Source: an optimization exercise on an open RTL-to-GDS flow (aim: small area, a short achievable clock period and few clock cycles). Production flows keep margins and buffers that such runs may drop. RTL that was checked went through simulation tests only; none was proved equivalent to the original. The flow treats the clock pin as an ideal source. Dropping or thinning the clock tree relies on that and would not hold on a real chip. Power is estimated from default activity; no workload was simulated.

==> module conv_window_top, before the edit <==
module conv_window_top (
    input  wire                         clk,
    input  wire                         reset_n,
    input  wire                         i_start,
    input  wire                         i_pixel_valid,
    input  wire  [7:0]                  i_pixel,
    input  wire                         i_conv_ready,
    output logic                        o_fill_active,
    output logic [199:0]                o_window,   
    output logic                        o_conv_valid,
    output logic                        o_conv_row_start,
    output logic                        o_conv_row_end,
    output logic                        o_done
);
    localparam int img   = 32;
    localparam int ks    = 5;
    localparam int depth = (ks - 1) * img + ks - 1;   
    logic [7:0]         in_px;   
    logic [depth*8-1:0] chain;   
    logic       active;      
    logic       fill;        
    logic       pend;        
    logic       sh;          
    logic [4:0] row;         
    logic [4:0] col;
    logic       all_in;      
    logic take;
    logic new_win;
    logic want;
    logic show;
    logic show_start;
    logic show_end;
    logic show_last;
    logic pend_nxt;
    logic all_in_nxt;
    assign take        = i_pixel_valid && fill;
    assign new_win     = take && (row >= 5'd4) && (col >= 5'd4);
    assign want        = new_win || pend;
    assign show        = want && i_conv_ready;
    assign show_start  = pend ? (col == 5'd5) : (col == 5'd4);
    assign show_end    = pend ? (col == 5'd0) : (col == 5'd31);
    assign show_last   = pend ? all_in : (row == 5'd31 && col == 5'd31);
    assign pend_nxt    = want && !i_conv_ready;
    assign all_in_nxt  = all_in || (take && row == 5'd31 && col == 5'd31);
    assign o_fill_active = fill;
    always_comb begin
        for (int i = 0; i < ks; i++)
            for (int j = 0; j < ks; j++)
                if (i == ks - 1 && j == ks - 1)
                    o_window[(i*ks+j)*8 +: 8] = in_px;
                else
                    o_window[(i*ks+j)*8 +: 8] = chain[((ks-1-i)*img + (ks-1-j) - 1)*8 +: 8];
    end
    logic [depth*8-1:0] chain_in;
    assign chain_in = {chain[(depth-1)*8-1:0], in_px};
    always_ff @(posedge clk) begin
        in_px <= in_px ^ ({8{take}} & (i_pixel ^ in_px));
    end
    for (genvar k = 0; k < depth; k++) begin : g_chain
        localparam bit is_tap = ((k + 1) % img) < ks;
        if (is_tap) begin : g_tap
            always_ff @(posedge clk) begin
                chain[k*8 +: 8] <= chain[k*8 +: 8] ^ ({8{sh}} & (chain_in[k*8 +: 8] ^ chain[k*8 +: 8]));
            end
        end else begin : g_line
            always_ff @(posedge clk) begin
                if (sh) chain[k*8 +: 8] <= chain_in[k*8 +: 8];
            end
        end
    end
    always_ff @(posedge clk) begin
        if (!reset_n) begin
            active           <= 1'b0;
            fill             <= 1'b0;
            pend             <= 1'b0;
            sh               <= 1'b0;
            row              <= '0;
            col              <= '0;
            all_in           <= 1'b0;
            o_conv_valid     <= 1'b0;
            o_conv_row_start <= 1'b0;
            o_conv_row_end   <= 1'b0;
            o_done           <= 1'b0;
        end else if (!active) begin
            pend             <= 1'b0;
            sh               <= 1'b0;
            row              <= '0;
            col              <= '0;
            all_in           <= 1'b0;
            o_conv_valid     <= 1'b0;
            o_conv_row_start <= 1'b0;
            o_conv_row_end   <= 1'b0;
            o_done           <= 1'b0;
            if (i_start) begin
                active <= 1'b1;
                fill   <= 1'b1;
            end
        end else begin
            if (take) begin
                col <= col + 1'b1;
                if (col == 5'd31) row <= row + 1'b1;
            end
            all_in           <= all_in_nxt;
            pend             <= pend_nxt;
            sh               <= (take || pend) && !pend_nxt;
            fill             <= !all_in_nxt && !pend_nxt;
            o_conv_valid     <= show;
            o_conv_row_start <= show && show_start;
            o_conv_row_end   <= show && show_end;
            o_done           <= show && show_last;
            if (show && show_last) begin
                active <= 1'b0;
                fill   <= 1'b0;
            end
        end
    end
endmodule
export LEC_CHECK = 0
export CAP_MARGIN = 20
export CELL_PAD_IN_SITES_DETAIL_PLACEMENT = 0
export CELL_PAD_IN_SITES_GLOBAL_PLACEMENT = 1
export CORE_MARGIN = 2
export CORE_UTILIZATION = 55
export GPL_ROUTABILITY_DRIVEN = 1
export PLACE_DENSITY = 0.65
export SLEW_MARGIN = 20
create_clock -name core_clock -period 9.0 [get_ports {clk}]
standard.sh (not shown) runs the stock make flow with config.mk's settings and CLKGATE_MAP_FILE= SYNTH_SCRIPT=/design/flow/synth_recipe.tcl, a recipe that flattens the netlist after the stock synthesis.
==> flow/flow/run.sh <==
#!/bin/bash
set -euo pipefail
export BUFFER_PORTS_ARGS="-buffer_cell sky130_fd_sc_hd__buf_1"
export SETUP_SLACK_MARGIN=6.3
export SKIP_CTS_REPAIR_TIMING=1
export CTS_ARGS="-sink_clustering_enable -repair_clock_nets -sink_clustering_size 30 -sink_clustering_max_diameter 100 -dont_use_dummy_load"
export POST_CTS_TCL="$(pwd)/flow/post_cts.tcl"
export CLK_INV_L1=sky130_fd_sc_hd__inv_16
export CLK_INV_L2=sky130_fd_sc_hd__inv_12
export PRE_DETAIL_PLACE_TCL="$(pwd)/flow/pre_dpl.tcl"
export PLACE_PINS_ARGS='-group_pins {o_window[0] o_window[8] o_window[16] o_window[24] o_window[32]} -group_pins {o_window[1] o_window[9] o_window[17] o_window[25] o_window[33]} -group_pins {o_window[2] o_window[10] o_window[18] o_window[26] o_window[34]} -group_pins {o_window[3] o_window[11] o_window[19] o_window[27] o_window[35]} -group_pins {o_window[4] o_window[12] o_window[20] o_window[28] o_window[36]} -group_pins {o_window[5] o_window[13] o_window[21] o_window[29] o_window[37]} -group_pins {o_window[6] o_window[14] o_window[22] o_window[30] o_window[38]} -group_pins {o_window[7] o_window[15] o_window[23] o_window[31] o_window[39]} -group_pins {o_window[40] o_window[48] o_window[56] o_window[64] o_window[72]} -group_pins {o_window[41] o_window[49] o_window[57] o_window[65] o_window[73]} -group_pins {o_window[42] o_window[50] o_window[58] o_window[66] o_window[74]} -group_pins {o_window[43] o_window[51] o_window[59] o_window[67] o_window[75]} -group_pins {o_window[44] o_window[52] o_window[60] o_window[68] o_window[76]} -group_pins {o_window[45] o_window[53] o_window[61] o_window[69] o_window[77]} -group_pins {o_window[46] o_window[54] o_window[62] o_window[70] o_window[78]} -group_pins {o_window[47] o_window[55] o_window[63] o_window[71] o_window[79]} -group_pins {o_window[80] o_window[88] o_window[96] o_window[104] o_window[112]} -group_pins {o_window[81] o_window[89] o_window[97] o_window[105] o_window[113]} -group_pins {o_window[82] o_window[90] o_window[98] o_window[106] o_window[114]} -group_pins {o_window[83] o_window[91] o_window[99] o_window[107] o_window[115]} -group_pins {o_window[84] o_window[92] o_window[100] o_window[108] o_window[116]} -group_pins {o_window[85] o_window[93] o_window[101] o_window[109] o_window[117]} -group_pins {o_window[86] o_window[94] o_window[102] o_window[110] o_window[118]} -group_pins {o_window[87] o_window[95] o_window[103] o_window[111] o_window[119]} -group_pins {o_window[120] o_window[128] o_window[136] o_window[144] o_window[152]} -group_pins {o_window[121] o_window[129] o_window[137] o_window[145] o_window[153]} -group_pins {o_window[122] o_window[130] o_window[138] o_window[146] o_window[154]} -group_pins {o_window[123] o_window[131] o_window[139] o_window[147] o_window[155]} -group_pins {o_window[124] o_window[132] o_window[140] o_window[148] o_window[156]} -group_pins {o_window[125] o_window[133] o_window[141] o_window[149] o_window[157]} -group_pins {o_window[126] o_window[134] o_window[142] o_window[150] o_window[158]} -group_pins {o_window[127] o_window[135] o_window[143] o_window[151] o_window[159]} -group_pins {o_window[160] o_window[168] o_window[176] o_window[184] o_window[192]} -group_pins {o_window[161] o_window[169] o_window[177] o_window[185] o_window[193]} -group_pins {o_window[162] o_window[170] o_window[178] o_window[186] o_window[194]} -group_pins {o_window[163] o_window[171] o_window[179] o_window[187] o_window[195]} -group_pins {o_window[164] o_window[172] o_window[180] o_window[188] o_window[196]} -group_pins {o_window[165] o_window[173] o_window[181] o_window[189] o_window[197]} -group_pins {o_window[166] o_window[174] o_window[182] o_window[190] o_window[198]} -group_pins {o_window[167] o_window[175] o_window[183] o_window[191] o_window[199]}'
bash standard.sh > flow_make.log 2>&1
Other scripts of this flow, unchanged in this note and not shown: flow/flow/post_cts.tcl, flow/flow/pre_dpl.tcl
==> next run, changes <==
--- a/flow/design.v
+++ b/flow/design.v
@@ -69,42 +69,19 @@
                 else
                     o_window[(i*ks+j)*8 +: 8] = chain[((ks-1-i)*img + (ks-1-j) - 1)*8 +: 8];
     end
-    logic [depth*8-1:0] chain_in;
-    assign chain_in = {chain[(depth-1)*8-1:0], in_px};
     always_ff @(posedge clk) begin
-        in_px <= in_px ^ ({8{take}} & (i_pixel ^ in_px));
-    end
-    for (genvar k = 0; k < depth; k++) begin : g_chain
-        localparam bit is_tap = ((k + 1) % img) < ks;
-        if (is_tap) begin : g_tap
-            always_ff @(posedge clk) begin
-                chain[k*8 +: 8] <= chain[k*8 +: 8] ^ ({8{sh}} & (chain_in[k*8 +: 8] ^ chain[k*8 +: 8]));
-            end
-        end else begin : g_line
-            always_ff @(posedge clk) begin
-                if (sh) chain[k*8 +: 8] <= chain_in[k*8 +: 8];
-            end
-        end
+        if (take) in_px <= i_pixel;
+        if (sh) chain <= {chain[(depth-1)*8-1:0], in_px};
     end
     always_ff @(posedge clk) begin
         if (!reset_n) begin
             active           <= 1'b0;
             fill             <= 1'b0;
-            pend             <= 1'b0;
-            sh               <= 1'b0;
-            row              <= '0;
-            col              <= '0;
-            all_in           <= 1'b0;
             o_conv_valid     <= 1'b0;
             o_conv_row_start <= 1'b0;
             o_conv_row_end   <= 1'b0;
             o_done           <= 1'b0;
         end else if (!active) begin
-            pend             <= 1'b0;
-            sh               <= 1'b0;
-            row              <= '0;
-            col              <= '0;
-            all_in           <= 1'b0;
             o_conv_valid     <= 1'b0;
             o_conv_row_start <= 1'b0;
             o_conv_row_end   <= 1'b0;
@@ -114,13 +91,6 @@
                 fill   <= 1'b1;
             end
         end else begin
-            if (take) begin
-                col <= col + 1'b1;
-                if (col == 5'd31) row <= row + 1'b1;
-            end
-            all_in           <= all_in_nxt;
-            pend             <= pend_nxt;
-            sh               <= (take || pend) && !pend_nxt;
             fill             <= !all_in_nxt && !pend_nxt;
             o_conv_valid     <= show;
             o_conv_row_start <= show && show_start;
@@ -132,5 +102,22 @@
             end
         end
     end
+    always_ff @(posedge clk) begin
+        if (!active) begin
+            pend   <= 1'b0;
+            sh     <= 1'b0;
+            row    <= '0;
+            col    <= '0;
+            all_in <= 1'b0;
+        end else begin
+            if (take) begin
+                col <= col + 1'b1;
+                if (col == 5'd31) row <= row + 1'b1;
+            end
+            all_in <= all_in_nxt;
+            pend   <= pend_nxt;
+            sh     <= (take || pend) && !pend_nxt;
+        end
+    end
 endmodule
 `default_nettype wire
The changed run ran to the end with no violations.
Clock skew decreases by 0.022 ns.
Total power increases by 0.71%.
Global-route usage decreases by 0.24 points.
Worst setup slack gets worse by 0.0059 ns.
Sequential share of layout area increases by 0.27 points.
Utilization decreases by 0.17 points.
Via count barely changes.
Testbench counts after the change, summed over its fixed seeds: cycles 24,624.
For the first run of this note, only the layout was checked, not whether the RTL still works. No run of this note takes its clock network from TritonCTS; it comes from the design's own scripts or RTL.

[re-timing with driven ports]
No port has a modelled driver above. Below, the same layouts with a new extraction and two added sets of constraints.
Step 1 sets driving cells, clkbuf_16 on the clock port and buf_2 on the other inputs (assumed; they add their load-dependent delay and slew).
Step 2 also shifts input and output timing later by t, the mid clock arrival at the registers, as if the neighbouring blocks saw the same clock.
Slacks: ideal / step 1 / step 2; pairs: ideal / step 1.
| run | shift t [ns] | setup WS [ns] | worst data-port slew with drivers (ns) |
|---|---|---|---|
| the first run | 0.416 | 6.346 / 6.139 / 6.125 | 0.04 |
| the second run | 0.432 | 6.340 / 6.120 / 6.227 | 0.04 |
After both steps every run listed still meets setup and hold. The setup slack of the first run, which loses most, moves by -0.207 ns with the drivers and by -0.221 ns with both steps.
